This design comes from an exercise in tuning for small area, a short achievable clock period and few clock cycles per item on the open sky130 flow, not from production work.
RTL that was checked went through simulation tests only; none was proved equivalent to the original.
Power is estimated from default activity; no workload was simulated.

==> run P <==
## occupancy_box_and_mask_pack
module occupancy_box_and_mask_pack (
    input  wire logic                                i_clk,
    input  wire logic                                i_rst_n,
    input  wire logic                                start,
    output logic                                     busy,
    input  wire logic [obpk_pkg::MAP_W-1:0]          i_occupancy,
    input  wire logic [obpk_pkg::TYPE_W-1:0]         i_liquid_type,
    output logic                                     o_strobe,
    output logic      [obpk_pkg::POS_W-1:0]          o_box_x,
    output logic      [obpk_pkg::POS_W-1:0]          o_box_z,
    output logic      [obpk_pkg::SPAN_W-1:0]         o_box_width,
    output logic      [obpk_pkg::SPAN_W-1:0]         o_box_height,
    output logic                                     o_all_filled,
    output logic                                     o_grid_empty,
    output logic                                     o_mask_present,
  ...
==> module occupancy_box_and_mask_pack, before the edit <==
module occupancy_box_and_mask_pack (
    input  wire logic                                i_clk,
    input  wire logic                                i_rst_n,
    input  wire logic                                start,
    output logic                                     busy,
    input  wire logic [obpk_pkg::MAP_W-1:0]          i_occupancy,
    input  wire logic [obpk_pkg::TYPE_W-1:0]         i_liquid_type,
    output logic                                     o_strobe,
    output logic      [obpk_pkg::POS_W-1:0]          o_box_x,
    output logic      [obpk_pkg::POS_W-1:0]          o_box_z,
    output logic      [obpk_pkg::SPAN_W-1:0]         o_box_width,
    output logic      [obpk_pkg::SPAN_W-1:0]         o_box_height,
    output logic                                     o_all_filled,
    output logic                                     o_grid_empty,
    output logic                                     o_mask_present,
    output logic      [obpk_pkg::MAP_W-1:0]          o_packed_mask,
    output logic      [obpk_pkg::BYTES_W-1:0]        o_heightmap_bytes
);
    logic [7:0]                     n_rows;
    logic [7:0]                     n_cols;
    logic [obpk_pkg::POS_W-1:0]     n_lo_z;
    logic                           r1_vld;
    logic [obpk_pkg::MAP_W-1:0]     r1_map;
    logic [obpk_pkg::POS_W-1:0]     r1_lo_x;
    logic [obpk_pkg::POS_W-1:0]     r1_lo_z;
    logic [obpk_pkg::POS_W-1:0]     r1_hi_x;
    logic [obpk_pkg::POS_W-1:0]     r1_hi_z;
    logic                           r1_any;
    logic                           r1_full;
    logic                           r1_depth_only;
    logic [obpk_pkg::MAP_W-1:0]     zmap;
    logic [obpk_pkg::MAP_W-1:0]     xmap;
    logic                           r2_vld;
    logic [obpk_pkg::MAP_W-1:0]     r2_map;
    logic [obpk_pkg::POS_W-1:0]     r2_lo_x;
    logic [obpk_pkg::POS_W-1:0]     r2_lo_z;
    logic [8:1]                     r2_sel;      
    logic [8:1]                     r2_h_hot;
    logic                           r2_full;
    logic                           r2_depth_only;
    logic [8:1]                     w_hot;
    logic [obpk_pkg::MAP_W-1:0]     aligned;
    logic [obpk_pkg::MAP_W-1:0]     packed_mask;
    assign busy = 1'b0;
    for (genvar z = 0; z < 8; z++) begin : g_row
        assign n_rows[z] = |i_occupancy[z*8 +: 8];
    end
    assign n_cols = i_occupancy[7:0]   | i_occupancy[15:8]  | i_occupancy[23:16]
                  | i_occupancy[31:24] | i_occupancy[39:32] | i_occupancy[47:40]
                  | i_occupancy[55:48] | i_occupancy[63:56];
    assign n_lo_z = obpk_pkg::first_set(n_rows);
    always_ff @(posedge i_clk) begin
        if (!i_rst_n) begin
            r1_vld <= 1'b0;
        end else begin
            r1_vld <= start;
        end
        r1_map        <= n_lo_z[2] ? {32'd0, i_occupancy[63:32]} : i_occupancy;
        r1_lo_x       <= obpk_pkg::first_set(n_cols);
        r1_lo_z       <= n_lo_z;
        r1_hi_x       <= obpk_pkg::last_set(n_cols);
        r1_hi_z       <= obpk_pkg::last_set(n_rows);
        r1_any        <= |n_rows;
        r1_full       <= &i_occupancy;
        r1_depth_only <= (i_liquid_type == obpk_pkg::NO_FLOAT_TYPE);
    end
    assign zmap = r1_map >> {r1_lo_z[1:0], 3'b000};
    for (genvar r = 0; r < 8; r++) begin : g_xrow
        assign xmap[r*8 +: 8] = zmap[r*8 +: 8] >> {r1_lo_x[2], 2'b00};
        assign aligned[r*8 +: 8] = r2_map[r*8 +: 8] >> r2_lo_x[1:0];
    end
    always_ff @(posedge i_clk) begin
        if (!i_rst_n) begin
            r2_vld <= 1'b0;
        end else begin
            r2_vld <= r1_vld;
        end
        r2_map        <= xmap;
        r2_lo_x       <= r1_lo_x;
        r2_lo_z       <= r1_lo_z;
        r2_sel        <= obpk_pkg::width_hot(r1_lo_x, r1_hi_x, r1_any & ~r1_full);
        r2_h_hot      <= obpk_pkg::width_hot(r1_lo_z, r1_hi_z, r1_any);
        r2_full       <= r1_full;
        r2_depth_only <= r1_depth_only;
    end
    obpk_pack u_pack (
        .i_aligned (aligned),
        .i_sel     (r2_sel),
        .o_packed  (packed_mask)
    );
    assign w_hot = {r2_sel[8] | r2_full, r2_sel[7:1]};
    always_ff @(posedge i_clk) begin
        if (!i_rst_n) begin
            o_strobe <= 1'b0;
        end else begin
            o_strobe <= r2_vld;
        end
        o_box_x           <= r2_lo_x;
        o_box_z           <= r2_lo_z;
        o_box_width       <= obpk_pkg::width_of(w_hot);
        o_box_height      <= obpk_pkg::width_of(r2_h_hot);
        o_all_filled      <= r2_full;
        o_grid_empty      <= ~|r2_h_hot;
        o_mask_present    <= |r2_sel;
        o_packed_mask     <= packed_mask;
        o_heightmap_bytes <= obpk_pkg::heightmap_bytes(w_hot, r2_h_hot, r2_depth_only);
    end
endmodule
==> flow/config.mk <==
export PLATFORM = sky130hd
export DESIGN_NAME = occupancy_box_and_mask_pack
export DESIGN_NICKNAME = occupancy_box_and_mask_pack
export VERILOG_FILES = /design/flow/design.v
export SDC_FILE = /design/flow/constraint.sdc
export NUM_CORES = 4
export LEC_CHECK = 0
export CAP_MARGIN = 20
export CORE_MARGIN = 2
export CORE_UTILIZATION = 55
export CTS_BUF_LIST = sky130_fd_sc_hd__clkbuf_8
export SETUP_SLACK_MARGIN = 2.6
export SLEW_MARGIN = 20
export TNS_END_PERCENT = 5
==> flow/constraint.sdc <==
create_clock -name core_clock -period 4.5 [get_ports {i_clk}]
set_input_delay 0.9000 -clock core_clock [delete_from_list [all_inputs] [get_ports {i_clk}]]
set_output_delay 0.9000 -clock core_clock [all_outputs]
set_load 0.01 [all_outputs]
standard.sh (not shown) runs the stock make flow with config.mk's settings and CLKGATE_MAP_FILE= SYNTH_SCRIPT=/design/flow/synth_recipe.tcl, a recipe that flattens the netlist after the stock synthesis.
==> flow/flow/run.sh <==
#!/bin/bash
# Standard layout, with plain buffers on the ports instead of the
# delay-cell buffers that buffer_ports picks on its own.
set -euo pipefail
export BUFFER_PORTS_ARGS="-buffer_cell sky130_fd_sc_hd__buf_1"
bash standard.sh > standard_flow.log 2>&1
==> run R (differences from run P) <==
--- a/flow/design.v
+++ b/flow/design.v
@@ -126,3 +126,2 @@
     logic [obpk_pkg::MAP_W-1:0]     zmap;
-    logic [obpk_pkg::MAP_W-1:0]     xmap;
     logic                           r2_vld;
@@ -162,6 +161,2 @@
     assign zmap = r1_map >> {r1_lo_z[1:0], 3'b000};
-    for (genvar r = 0; r < 8; r++) begin : g_xrow
-        assign xmap[r*8 +: 8] = zmap[r*8 +: 8] >> {r1_lo_x[2], 2'b00};
-        assign aligned[r*8 +: 8] = r2_map[r*8 +: 8] >> r2_lo_x[1:0];
-    end
     always_ff @(posedge i_clk) begin
@@ -172,3 +167,3 @@
         end
-        r2_map        <= xmap;
+        r2_map        <= zmap >> {r1_lo_x[2], 2'b00};
         r2_lo_x       <= r1_lo_x;
@@ -180,2 +175,3 @@
     end
+    assign aligned = r2_map >> r2_lo_x[1:0];
     obpk_pack u_pack (
--- a/flow/config.mk
+++ b/flow/config.mk
@@ -9,5 +9,5 @@
 export CORE_MARGIN = 2
-export CORE_UTILIZATION = 55
+export CORE_UTILIZATION = 40
 export CTS_BUF_LIST = sky130_fd_sc_hd__clkbuf_8
-export SETUP_SLACK_MARGIN = 2.6
+export SETUP_SLACK_MARGIN = 2.0
 export SLEW_MARGIN = 20
==> run H (differences from run P) <==
--- a/flow/design.v
+++ b/flow/design.v
@@ -40,3 +40,3 @@
     function automatic logic [8:0] heightmap_bytes(input logic [8:1] w_hot,
-                                                    input logic [8:1] h_hot,
+                                                    input logic [3:0] h,
                                                     input logic       depth_only);
@@ -45,3 +45,3 @@
             for (int j = 1; j <= 8; j++) begin
-                if (w_hot[i] && h_hot[j]) begin
+                if (w_hot[i] && h == 4'(j)) begin
                     heightmap_bytes = heightmap_bytes
@@ -126,14 +126,11 @@
     logic [obpk_pkg::MAP_W-1:0]     zmap;
-    logic [obpk_pkg::MAP_W-1:0]     xmap;
     logic                           r2_vld;
-    logic [obpk_pkg::MAP_W-1:0]     r2_map;
+    logic [obpk_pkg::MAP_W-1:0]     r2_aligned;
     logic [obpk_pkg::POS_W-1:0]     r2_lo_x;
     logic [obpk_pkg::POS_W-1:0]     r2_lo_z;
-    logic [8:1]                     r2_sel;      
-    logic [8:1]                     r2_h_hot;
+    logic [8:1]                     r2_w_hot;
+    logic [obpk_pkg::SPAN_W-1:0]    w;
+    logic [obpk_pkg::SPAN_W-1:0]    r2_h;
     logic                           r2_full;
     logic                           r2_depth_only;
-    logic [8:1]                     w_hot;
-    logic [obpk_pkg::MAP_W-1:0]     aligned;
-    logic [obpk_pkg::MAP_W-1:0]     packed_mask;
     assign busy = 1'b0;
@@ -162,6 +159,2 @@
     assign zmap = r1_map >> {r1_lo_z[1:0], 3'b000};
-    for (genvar r = 0; r < 8; r++) begin : g_xrow
-        assign xmap[r*8 +: 8] = zmap[r*8 +: 8] >> {r1_lo_x[2], 2'b00};
-        assign aligned[r*8 +: 8] = r2_map[r*8 +: 8] >> r2_lo_x[1:0];
-    end
     always_ff @(posedge i_clk) begin
@@ -172,7 +165,7 @@
         end
-        r2_map        <= xmap;
+        r2_aligned    <= zmap >> r1_lo_x;
         r2_lo_x       <= r1_lo_x;
         r2_lo_z       <= r1_lo_z;
-        r2_sel        <= obpk_pkg::width_hot(r1_lo_x, r1_hi_x, r1_any & ~r1_full);
-        r2_h_hot      <= obpk_pkg::width_hot(r1_lo_z, r1_hi_z, r1_any);
+        r2_w_hot      <= obpk_pkg::width_hot(r1_lo_x, r1_hi_x, r1_any);
+        r2_h          <= r1_any ? obpk_pkg::span(r1_lo_z, r1_hi_z) : 4'd0;
         r2_full       <= r1_full;
@@ -181,23 +174,16 @@
     obpk_pack u_pack (
-        .i_aligned (aligned),
-        .i_sel     (r2_sel),
-        .o_packed  (packed_mask)
+        .i_aligned (r2_aligned),
+        .i_sel     (r2_w_hot & {8{~r2_full}}),
+        .o_packed  (o_packed_mask)
     );
-    assign w_hot = {r2_sel[8] | r2_full, r2_sel[7:1]};
-    always_ff @(posedge i_clk) begin
-        if (!i_rst_n) begin
-            o_strobe <= 1'b0;
-        end else begin
-            o_strobe <= r2_vld;
-        end
-        o_box_x           <= r2_lo_x;
-        o_box_z           <= r2_lo_z;
-        o_box_width       <= obpk_pkg::width_of(w_hot);
-        o_box_height      <= obpk_pkg::width_of(r2_h_hot);
-        o_all_filled      <= r2_full;
-        o_grid_empty      <= ~|r2_h_hot;
-        o_mask_present    <= |r2_sel;
-        o_packed_mask     <= packed_mask;
-        o_heightmap_bytes <= obpk_pkg::heightmap_bytes(w_hot, r2_h_hot, r2_depth_only);
-    end
+    assign w = obpk_pkg::width_of(r2_w_hot);
+    assign o_strobe          = r2_vld;
+    assign o_box_x           = r2_lo_x;
+    assign o_box_z           = r2_lo_z;
+    assign o_box_width       = w;
+    assign o_box_height      = r2_h;
+    assign o_all_filled      = r2_full;
+    assign o_grid_empty      = ~|r2_w_hot;
+    assign o_mask_present    = |r2_w_hot & ~r2_full;
+    assign o_heightmap_bytes = obpk_pkg::heightmap_bytes(r2_w_hot, r2_h, r2_depth_only);
 endmodule
==> flow/run.sh (new file) <==
#!/bin/bash
# synth_recipe.tcl (not shown) runs the flow's synth.tcl, then flattens the netlist and writes it again
# the make line also repeats each setting of config.mk as NAME=value (left out here)
make -C /OpenROAD-flow-scripts/flow DESIGN_CONFIG=/design/flow/config.mk WORK_HOME=/design/flow/orfs CLKGATE_MAP_FILE= SYNTH_SCRIPT=/design/flow/synth_recipe.tcl finish
--- a/flow/config.mk
+++ b/flow/config.mk
@@ -9,6 +9,3 @@
 export CORE_MARGIN = 2
-export CORE_UTILIZATION = 55
-export CTS_BUF_LIST = sky130_fd_sc_hd__clkbuf_8
-export SETUP_SLACK_MARGIN = 2.6
+export CORE_UTILIZATION = 40
 export SLEW_MARGIN = 20
-export TNS_END_PERCENT = 5
removed: flow/flow/run.sh
removed: flow/standard.sh
==> comparison <==
- Run H ran to the end with no violations. Run R ran to the end with no violations. Run P completed without violations.
- Of run P and run H, run P has the higher sequential cell count (gap 95).
- Design area, highest first: run R, run P, run H.
- Against run H, the clock power of run P is larger by 29%.
- In run H the hold slack is better than in run R, by 0.0012 ns.
==> figures <==
Most numerous cell in the Yosys netlist: run P sky130_fd_sc_hd__dfxtp_1; run R sky130_fd_sc_hd__dfxtp_1; run H sky130_fd_sc_hd__nand2_1
Tapcell count: run P 275; run R 396; run H 378
Post-CTS setup buffer count: run P 16; run R 0; run H 0
Start point of the worst min-delay path: run P r2_lo_x[2]$_DFF_P_; run R r1_depth_only$_DFF_P_; run H r1_depth_only$_DFF_P_
Signal arrival time at the worst endpoint: run P 2.61 ns; run R 2.94 ns; run H 3.32 ns
Reg clk slew, reported paths: run P 0.06 ns; run R 0.05 ns; run H 0.06 ns
Sum of routed wire segments on met1: run P 15.9 mm; run R 18.2 mm; run H 19.1 mm
Status: run P timing/DRC/antenna clean; run R timing/DRC/antenna clean; run H timing/DRC/antenna clean
Number of standard-cell rows in the floorplan: run P 53; run R 64; run H 61
Clock buffer count from CTS: run P 42; run R 43; run H 17
Testbench counts of run P, summed over its fixed seeds: cycles 16,024, items 16,000.
Testbench counts of run H, summed over its fixed seeds: cycles 16,016, items 16,000.
For run R, only the layout was checked, not whether the RTL still works.

[afterwards: timing with drivers on the ports]
In the flow no input, the clock included, has a driving cell. The finished layouts below were timed again as built, in two steps.
Step 1 sets driving cells, clkbuf_16 on the clock port and buf_2 on the other inputs (assumed; they add their load-dependent delay and slew).
Step 2 times the ports against the registers' clock, not the clock port: input delays grow and output delays shrink by t, the midpoint of the rising clock arrivals with the driver on.
Three values: ideal, step 1, step 2; two values: the first two.
run	t (ns)	slack for setup (ns)	worst setup path after step 2	worst data-port slew with drivers (ns)
run P	0.593	2.323 / 2.345 / 1.752	input to register	0.06
run R	0.599	1.993 / 2.015 / 1.416	input to register	0.03
run H	0.480	0.284 / 0.231 / 0.711	register to output	0.04
After both steps every run listed still meets setup and hold. The setup slack of run R, which loses most, moves by +0.022 ns with the drivers and by -0.577 ns with both steps.
